Background: an optimization exercise with open tools, aiming at small area. Do not read the settings as production practice.
In this exercise RTL edits were held to simulation tests only and were not proved equivalent to the original.
Power and IR drop assume default switching activity.

==> flow/design.v <==
module featuremap_streamer #(
  parameter int DATA_WIDTH = 24,
  parameter int IMG_W      = 12,
  parameter int IMG_H      = 12
) (
  input  logic                  clk,
  input  logic                  rst,
  input  logic                  wr_en,
  input  logic [DATA_WIDTH-1:0] wr_data,
  input  logic                  clr,
  input  logic                  start,
  output logic [DATA_WIDTH-1:0] data_out,
  output logic                  valid_out,
  output logic                  done,
  output logic                  busy,
  output logic                  frame_ready,
  output logic                  err
);
  localparam int N = IMG_W * IMG_H;
  localparam int PW = IMG_W + 4;
  localparam int PH = IMG_H + 4;
  localparam int BEATS = PW * PH;
  localparam int CNTW  = $clog2(BEATS) > $clog2(N) ? $clog2(BEATS) : $clog2(N);
  localparam int CW    = $clog2(PW);
  logic [CNTW-1:0]         cnt_q;
  logic                    busy_q;
  logic                    valid_q;
  logic                    frame_ready_q;
  logic                    err_q;
  logic [N*DATA_WIDTH-1:0] sr_q;
  logic                    idle;
  logic                    we;
  logic                    last;
  logic                    lead_end;
  logic                    go;
  logic                    interior;
  logic                    shift;
  logic [DATA_WIDTH-1:0]   tail;
  logic [DATA_WIDTH-1:0]   head;
  assign idle     = !busy_q;
  assign we       = idle && !clr && wr_en && !frame_ready_q;
  assign last     = (cnt_q == CNTW'(BEATS - 1));
  assign lead_end = (cnt_q == {CNTW{1'b1}});
  assign go       = idle && start && frame_ready_q && !clr;
  logic [CNTW-CW-1:0] row;
  logic [CW-1:0]      col;
  assign row      = cnt_q[CNTW-1:CW];
  assign col      = cnt_q[CW-1:0];
  assign interior = (row >= (CNTW-CW)'(2)) && (row < (CNTW-CW)'(IMG_H + 2)) &&
                    (col >= CW'(2)) && (col < CW'(IMG_W + 2));
  assign tail  = sr_q[N*DATA_WIDTH-1 -: DATA_WIDTH];
  assign head  = busy_q ? tail : wr_data;
  assign shift = we || (valid_q && interior);
  always_ff @(posedge clk) begin
    if (shift) sr_q <= {sr_q[(N-1)*DATA_WIDTH-1:0], head};
  end
  always_ff @(posedge clk or posedge rst) begin
    if (rst) begin
      cnt_q         <= '0;
      busy_q        <= 1'b0;
      valid_q       <= 1'b0;
      frame_ready_q <= 1'b0;
      err_q         <= 1'b0;
    end else begin
      if (busy_q) begin
        if (wr_en) err_q <= 1'b1;
        cnt_q <= cnt_q + CNTW'(1);
        if (valid_q) begin
          if (last) begin
            valid_q <= 1'b0;
            busy_q  <= 1'b0;
          end
        end else if (lead_end) begin
          valid_q <= 1'b1;
        end
      end else if (clr) begin
        cnt_q         <= '0;
        frame_ready_q <= 1'b0;
        err_q         <= 1'b0;
      end else begin
        if (wr_en) begin
          if (frame_ready_q) begin
            err_q <= 1'b1;
          end else begin
            cnt_q <= cnt_q + CNTW'(1);
            if (cnt_q == CNTW'(N - 1)) frame_ready_q <= 1'b1;
          end
        end
        if (go) begin
          busy_q <= 1'b1;
          cnt_q  <= {{(CNTW-1){1'b1}}, 1'b0};
        end
      end
    end
  end
  assign data_out    = (valid_q && interior) ? tail : '0;
  assign valid_out   = valid_q;
  assign done        = valid_q && last;
  assign busy        = busy_q;
  assign frame_ready = frame_ready_q;
  assign err         = err_q;
endmodule
export LEC_CHECK = 0
export CAP_MARGIN = 20
export CORE_MARGIN = 2
export CORE_UTILIZATION = 45
export PLACE_DENSITY = 0.6
export SLEW_MARGIN = 20
create_clock -name core_clock -period 5.0 [get_ports {clk}]
standard.sh (not shown) runs the stock make flow with config.mk's settings and CLKGATE_MAP_FILE= SYNTH_SCRIPT=/design/flow/synth_recipe.tcl, a recipe that flattens the netlist after the stock synthesis.
==> flow/flow/run.sh <==
#!/bin/bash
# Standard layout, except: the enable net of the frame register gets a one-level buffer tree
# (flow/enable_tree.tcl, run after the placement resize), the clock tree is built without dummy
# loads from clkbuf_8 clusters, and the port buffers use the smallest buffer cell.
set -euo pipefail
here=$(pwd)
bash standard.sh \
  'CTS_ARGS=-sink_clustering_enable -repair_clock_nets -dont_use_dummy_load -buf_list sky130_fd_sc_hd__clkbuf_8 -sink_clustering_size 20 -sink_clustering_max_diameter 80' \
  'BUFFER_PORTS_ARGS=-buffer_cell sky130_fd_sc_hd__buf_1' \
  "POST_RESIZE_TCL=$here/flow/enable_tree.tcl" \
  finish > standard.log 2>&1
==> flow/flow/enable_tree.tcl <==
# Rebuild the buffer tree on the flip-flop enable net as one level of K buffers, each driving the
# enable pins of one cluster of flip-flops, in place of the deeper tree repair_design builds.
proc et_is_buffer { inst } {
  set m [[$inst getMaster] getName]
  return [regexp {^sky130_fd_sc_hd__(buf|clkbuf)_[0-9]+$} $m]
}
set et_k 12
set et_cell sky130_fd_sc_hd__buf_16
set block [ord::get_db_block]
# The enable pins: DE of every enable flip-flop.
set de_pins {}
foreach inst [$block getInsts] {
  if { [[$inst getMaster] getName] eq "sky130_fd_sc_hd__edfxtp_1" } {
    lappend de_pins [$inst findITerm DE]
  }
}
puts "enable_tree: [llength $de_pins] enable pins"
# Walk back from each enable pin through buffers to the net driven by logic.
set bufs [dict create]
set roots [dict create]
foreach it $de_pins {
  set net [$it getNet]
  while { 1 } {
    set drv ""
    foreach t [$net getITerms] { if { [$t isOutputSignal] } { set drv $t } }
    if { $drv eq "" } { break }
    set di [$drv getInst]
    if { ![et_is_buffer $di] } { break }
    dict set bufs [$di getName] 1
    set net [[$di findITerm A] getNet]
  }
  dict set roots [$net getName] 1
}
puts "enable_tree: roots [dict keys $roots], [dict size $bufs] buffers"
if { [dict size $roots] == 1 && [dict size $bufs] > 0 } {
  remove_buffers {*}[dict keys $bufs]
  set root [lindex [dict keys $roots] 0]
  # Cluster the pins on the root net: sort by y into bands, then each band by x.
  set pts {}
  foreach it $de_pins {
    set inst [$it getInst]
    set bb [$inst getBBox]
    lappend pts [list [expr {([$bb xMin] + [$bb xMax]) / 2}] [expr {([$bb yMin] + [$bb yMax]) / 2}] [$inst getName]]
  }
  set n [llength $pts]
  set nb [expr { int(sqrt($et_k)) }]
  set nx [expr { $et_k / $nb }]
  set pts [lsort -integer -index 1 $pts]
  set per_band [expr { ($n + $nb - 1) / $nb }]
  set idx 0
  for { set b 0 } { $b < $nb } { incr b } {
    set band [lsort -integer -index 0 [lrange $pts [expr {$b * $per_band}] [expr {($b + 1) * $per_band - 1}]]]
    set m [llength $band]
    set per [expr { ($m + $nx - 1) / $nx }]
    for { set c 0 } { $c < $nx } { incr c } {
      set grp [lrange $band [expr {$c * $per}] [expr {($c + 1) * $per - 1}]]
      if { [llength $grp] == 0 } { continue }
      set sx 0; set sy 0; set pins {}
      foreach p $grp {
        set sx [expr {$sx + [lindex $p 0]}]
        set sy [expr {$sy + [lindex $p 1]}]
        lappend pins [get_pins "[lindex $p 2]/DE"]
      }
      set dbu [$block getDbUnitsPerMicron]
      set cx [expr {double($sx) / [llength $grp] / $dbu}]
      set cy [expr {double($sy) / [llength $grp] / $dbu}]
      insert_buffer -buffer_cell $et_cell -net [get_nets $root] -load_pins $pins \
        -location [list $cx $cy] -buffer_name "enbuf_$idx" -net_name "enbuf_net_$idx"
      incr idx
    }
  }
  puts "enable_tree: inserted $idx $et_cell buffers on $root"
  estimate_parasitics -placement
  repair_design -verbose
}
The first run completed without violations.
Edit:
--- a/flow/flow/enable_tree.tcl
+++ b/flow/flow/enable_tree.tcl
@@ -7,2 +7,2 @@
-set et_k 12
-set et_cell sky130_fd_sc_hd__buf_16
+set et_k 16
+set et_cell sky130_fd_sc_hd__buf_8
CAP_MARGIN = 0   (was 20)
SLEW_MARGIN = 0   (was 20)
What happened:
- clock power is about the same
- count of clock-buffer cells in the layout rose by 1
- power is about the same
- synthesized area does not change
- final cell count barely changes
- synthesized cell count is unchanged
- sequential power hardly moves
- first-iteration DRC count rose by 4.2%
- setup slack gains 190 ps

========
Starts from the design.v that is shown in full above.
==> flow/config.mk <==
export PLATFORM = sky130hd
export DESIGN_NAME = featuremap_streamer
export DESIGN_NICKNAME = featuremap_streamer
export VERILOG_FILES = /design/flow/design.v
export SDC_FILE = /design/flow/constraint.sdc
export NUM_CORES = 4
export LEC_CHECK = 0
export CAP_MARGIN = 20
export CORE_MARGIN = 2
export CORE_UTILIZATION = 45
export PLACE_DENSITY = 0.6
export SLEW_MARGIN = 20
==> flow/constraint.sdc <==
create_clock -name core_clock -period 5.0 [get_ports {clk}]
set_input_delay 1.0000 -clock core_clock [delete_from_list [all_inputs] [get_ports {clk}]]
set_output_delay 1.0000 -clock core_clock [all_outputs]
set_load 0.01 [all_outputs]
run.sh (not shown) runs the stock make flow with config.mk's settings and CLKGATE_MAP_FILE= SYNTH_SCRIPT=/design/flow/synth_recipe.tcl, a recipe that flattens the netlist after the stock synthesis.
Stock flow here: none of the scripts above is used.
The first run finished with timing, DRC and antenna clean.
==> next run, changes <==
- CORE_UTILIZATION: 45 -> 60
- CTS_BUF_LIST: default -> sky130_fd_sc_hd__clkbuf_8
- CTS_CLUSTER_DIAMETER: default -> 50
- CTS_CLUSTER_SIZE: default -> 20
- PLACE_DENSITY: 0.6 -> 0.75
Result: The changed run produced a clean layout. Power went down by about a fifth. Count of clock-buffer cells in the layout came out lower by 212. Via count fell by a few percent. Final area falls by a few percent. Final cell count shrinks by roughly a tenth. Hold slack got worse by 0.053 ns.
==> next run, changes <==
==> flow/flow/run.sh (new file) <==
#!/bin/bash
# Standard layout, with the clock tree built without dummy loads from clkbuf_8 leaf clusters,
# and the port buffers made with the smallest buffer cell.
set -euo pipefail
bash standard.sh \
  'CTS_ARGS=-sink_clustering_enable -repair_clock_nets -dont_use_dummy_load -buf_list sky130_fd_sc_hd__clkbuf_8 -sink_clustering_size 22 -sink_clustering_max_diameter 60' \
  'BUFFER_PORTS_ARGS=-buffer_cell sky130_fd_sc_hd__buf_1' \
  finish > standard.log 2>&1
==> flow/standard.sh (new file) <==
#!/bin/bash
# synth_recipe.tcl (not shown) runs the flow's synth.tcl, then flattens the netlist and writes it again
# the make line also repeats each setting of config.mk as NAME=value (left out here)
make -C /OpenROAD-flow-scripts/flow DESIGN_CONFIG=/design/flow/config.mk WORK_HOME=/design/flow/orfs CLKGATE_MAP_FILE= SYNTH_SCRIPT=/design/flow/synth_recipe.tcl "${@:-finish}"
- CORE_UTILIZATION: 60 -> 45
- CTS_BUF_LIST: sky130_fd_sc_hd__clkbuf_8 -> default
- CTS_CLUSTER_DIAMETER: 50 -> default
- CTS_CLUSTER_SIZE: 20 -> default
- PLACE_DENSITY: 0.75 -> 0.6
removed: flow/run.sh
Routed wire length went up by 4.7%.
Synthesized area does not change.
Cell area shrinks by 1.1%.
Worst setup slack is better by 0.47 ns.
Critical path depth went down by 1.
Via count barely changes.
Core utilization shrinks by 17 points.
==> next run, changes <==
==> flow/flow/run.sh (replaced) <==
#!/bin/bash
# Standard layout, with the clock tree built without dummy loads from clkbuf_8 leaf clusters,
# and the port buffers made with the smallest buffer cell.
set -euo pipefail
bash standard.sh \
  'CTS_ARGS=-sink_clustering_enable -repair_clock_nets -dont_use_dummy_load -buf_list sky130_fd_sc_hd__clkbuf_8 -sink_clustering_size 20 -sink_clustering_max_diameter 80' \
  'BUFFER_PORTS_ARGS=-buffer_cell sky130_fd_sc_hd__buf_1' \
  finish > standard.log 2>&1
- CAP_MARGIN: 20 -> 0
- SLEW_MARGIN: 20 -> 0
Effect:
- The new run completed without violations
- final area is about the same
- worst setup slack is about the same
- clock skew is higher by 0.0041 ns
- utilization stays flat

========
## 04-05
RTL: the design.v shown in full above, as it stands there.
clock: 5.0 ns
lec_check: 0
cap_margin: 20
core_margin: 2
core_utilization: 45
place_density: 0.6
slew_margin: 20
standard.sh (not shown) runs the stock make flow with config.mk's settings and CLKGATE_MAP_FILE= SYNTH_SCRIPT=/design/flow/synth_recipe.tcl, a recipe that flattens the netlist after the stock synthesis.
==> flow/flow/run.sh <==
#!/bin/bash
# Standard layout, with the clock tree built without dummy loads from clkbuf_8 leaf clusters,
# and the port buffers made with the smallest buffer cell.
set -euo pipefail
bash standard.sh \
  'CTS_ARGS=-sink_clustering_enable -repair_clock_nets -dont_use_dummy_load -buf_list sky130_fd_sc_hd__clkbuf_8 -sink_clustering_size 18 -sink_clustering_max_diameter 60' \
  'BUFFER_PORTS_ARGS=-buffer_cell sky130_fd_sc_hd__buf_1' \
  finish > standard.log 2>&1
Input changes introduced in 10-10 (baseline for comparison: 04-05):
Settings: CTS_CLUSTER_SIZE: unset -> 32; CAP_MARGIN: 20 -> 0; CTS_CLUSTER_DIAMETER: unset -> 60; SLEW_MARGIN: 20 -> 0; CTS_BUF_LIST: unset -> sky130_fd_sc_hd__clkbuf_16.
==> flow/run.sh (new file) <==
#!/bin/bash
# synth_recipe.tcl (not shown) runs the flow's synth.tcl, then flattens the netlist and writes it again
# the make line also repeats each setting of config.mk as NAME=value (left out here)
make -C /OpenROAD-flow-scripts/flow DESIGN_CONFIG=/design/flow/config.mk WORK_HOME=/design/flow/orfs CLKGATE_MAP_FILE= SYNTH_SCRIPT=/design/flow/synth_recipe.tcl finish
removed: flow/flow/run.sh
removed: flow/standard.sh
--- outcome ---
[compare] base=04-05 new=10-10: total wirelength of the detailed-routed design went down; hold slack now sits higher; instance area at placement saw little to no change; design area rose about 3%.
In 10-10, the power consumption came out about 9% above the value in 04-05.
Wire length of the first global-routing pass shrinks slightly when moving from 04-05 to 10-10.
10-10 vs 04-05: per-cell routed wire length down in 10-10

========
## juniper
Starts from the design.v that is shown in full above.
Settings: LEC_CHECK=0, CAP_MARGIN=20, CORE_MARGIN=2, CORE_UTILIZATION=45, PLACE_DENSITY=0.6, SLEW_MARGIN=20; clock period 5.0 ns.
==> flow/flow/run.sh <==
#!/bin/bash
# Standard layout, with the clock tree built without dummy loads from clkbuf_8 leaf clusters,
# and the port buffers made with the smallest buffer cell.
set -euo pipefail
bash standard.sh \
  'CTS_ARGS=-sink_clustering_enable -repair_clock_nets -dont_use_dummy_load -buf_list sky130_fd_sc_hd__clkbuf_8 -sink_clustering_size 20 -sink_clustering_max_diameter 40' \
  'BUFFER_PORTS_ARGS=-buffer_cell sky130_fd_sc_hd__buf_1' \
  finish > standard.log 2>&1
For onyx, these inputs were changed with respect to juniper:
- CAP_MARGIN: 20 -> 0
- SLEW_MARGIN: 20 -> 0
- GPL_TIMING_DRIVEN: unset -> 0
==> flow/flow/run.sh <==
#!/bin/bash
# Standard layout, with the clock tree built without dummy loads from clkbuf_8 leaf clusters,
# and the port buffers made with the smallest buffer cell.
set -euo pipefail
bash standard.sh \
  'CTS_ARGS=-sink_clustering_enable -repair_clock_nets -dont_use_dummy_load -buf_list sky130_fd_sc_hd__clkbuf_8 -sink_clustering_size 20 -sink_clustering_max_diameter 80' \
  'BUFFER_PORTS_ARGS=-buffer_cell sky130_fd_sc_hd__buf_1' \
  finish > standard.log 2>&1
==> comparison <==
On layout cell share with drive strength beyond 1, the lower figure sits with onyx, not juniper.
Final critical-path required period in onyx is 870 ps above juniper.
Taking juniper as the reference, in onyx power share of the sequential group now larger, portion of total power attributed to combinational logic up 3.1 points, H-tree depth decreased 1, global-route usage lower.
Clock distribution area overhead in the final layout, juniper and onyx: smaller value in onyx
Changes observed in onyx relative to juniper: met2 routed wirelength has decreased; combined buffer and inverter count along the critical path increased by 9 relative to the old numbers.
Edits applied to the flow inputs when going from onyx to amber:
- SLEW_MARGIN changed from 0 to 20
- CAP_MARGIN changed from 0 to 20
- GPL_TIMING_DRIVEN removed (was 0)
[summary]
- When the final numbers for onyx and amber were put side by side, the power share of the combinational group turned out to be greater in onyx.
- Taking onyx as the reference, in amber distinct cell type count of the synthesized netlist saw little to no change, worst setup slack grew by 1000 ps.
- Share of the cycle needed by the critical path after routing (amber over onyx): decrease, 20 points
What nickel does differently from amber at the input level:
- CTS_BUF_LIST: unset -> sky130_fd_sc_hd__clkbuf_8
- CTS_CLUSTER_SIZE: unset -> 18
- CTS_CLUSTER_DIAMETER: unset -> 60
==> flow/run.sh (new file) <==
#!/bin/bash
# synth_recipe.tcl (not shown) runs the flow's synth.tcl, then flattens the netlist and writes it again
# the make line also repeats each setting of config.mk as NAME=value (left out here)
make -C /OpenROAD-flow-scripts/flow DESIGN_CONFIG=/design/flow/config.mk WORK_HOME=/design/flow/orfs CLKGATE_MAP_FILE= SYNTH_SCRIPT=/design/flow/synth_recipe.tcl finish
removed: flow/flow/run.sh
removed: flow/standard.sh
Results
Cell count: nickel > amber
As far as buffering overhead is concerned, nickel and amber perform about the same.
The met1 usage in global routing was comparable across nickel and amber.
Delta (nickel minus amber): first-iteration DRC count now larger; worst hold margin comparable.

separate check: timing with driven ports:
No port has a modelled driver above. Below, the same layouts with a new extraction and two added sets of constraints. Step 1 assumes that a clkbuf_16 drives the clock port and a buf_2 every other input. Step 2 adds t to the input delays and takes it off the output delays; t is the mean of the earliest and latest rising clock arrival at the registers after step 1. Input paths then give back, and output paths get back, about the clock's delay inside the block. a / b / c = no drivers / after step 1 / after step 2; a / b = the first two.
| run | shift t [ns] | setup WS [ns] | worst register clock-pin slew, ns | worst slew at a driven data input, ns |
|---|---|---|---|---|
| the first run of note 1 | 0.995 | 1.021 / 1.021 / 0.874 | 0.12 / 0.12 | 0.04 |
| the second run of note 1 | 1.000 | 1.209 / 1.209 / 1.097 | 0.12 / 0.12 | 0.05 |
| the first run of note 2 | 0.976 | 1.005 / 0.920 / 1.422 | 0.07 / 0.07 | 0.05 |
| the second run of note 2 | 1.030 | 0.932 / 0.858 / 1.497 | 0.12 / 0.12 | 0.06 |
| the third run of note 2 | 0.992 | 1.406 / 1.331 / 1.707 | 0.12 / 0.12 | 0.05 |
| the fourth run of note 2 | 0.968 | 1.408 / 1.325 / 1.708 | 0.12 / 0.12 | 0.05 |
| 04-05 | 0.990 | 1.416 / 1.339 / 1.694 | 0.11 / 0.11 | 0.05 |
| 10-10 | 0.899 | 1.088 / 1.006 / 1.440 | 0.11 / 0.11 | 0.05 |
| juniper | 1.066 | 1.281 / 1.206 / 1.664 | 0.10 / 0.10 | 0.05 |
| onyx | 0.963 | 0.408 / 0.408 / 0.144 | 0.13 / 0.13 | 0.04 |
| amber | 0.968 | 1.408 / 1.325 / 1.708 | 0.12 / 0.12 | 0.05 |
| nickel | 1.030 | 0.952 / 0.870 / 1.443 | 0.11 / 0.11 | 0.05 |
After both steps every run listed still meets setup and hold. For onyx, which loses most, drivers alone change the setup slack by 0.000 ns; drivers and shift together by -0.264 ns.
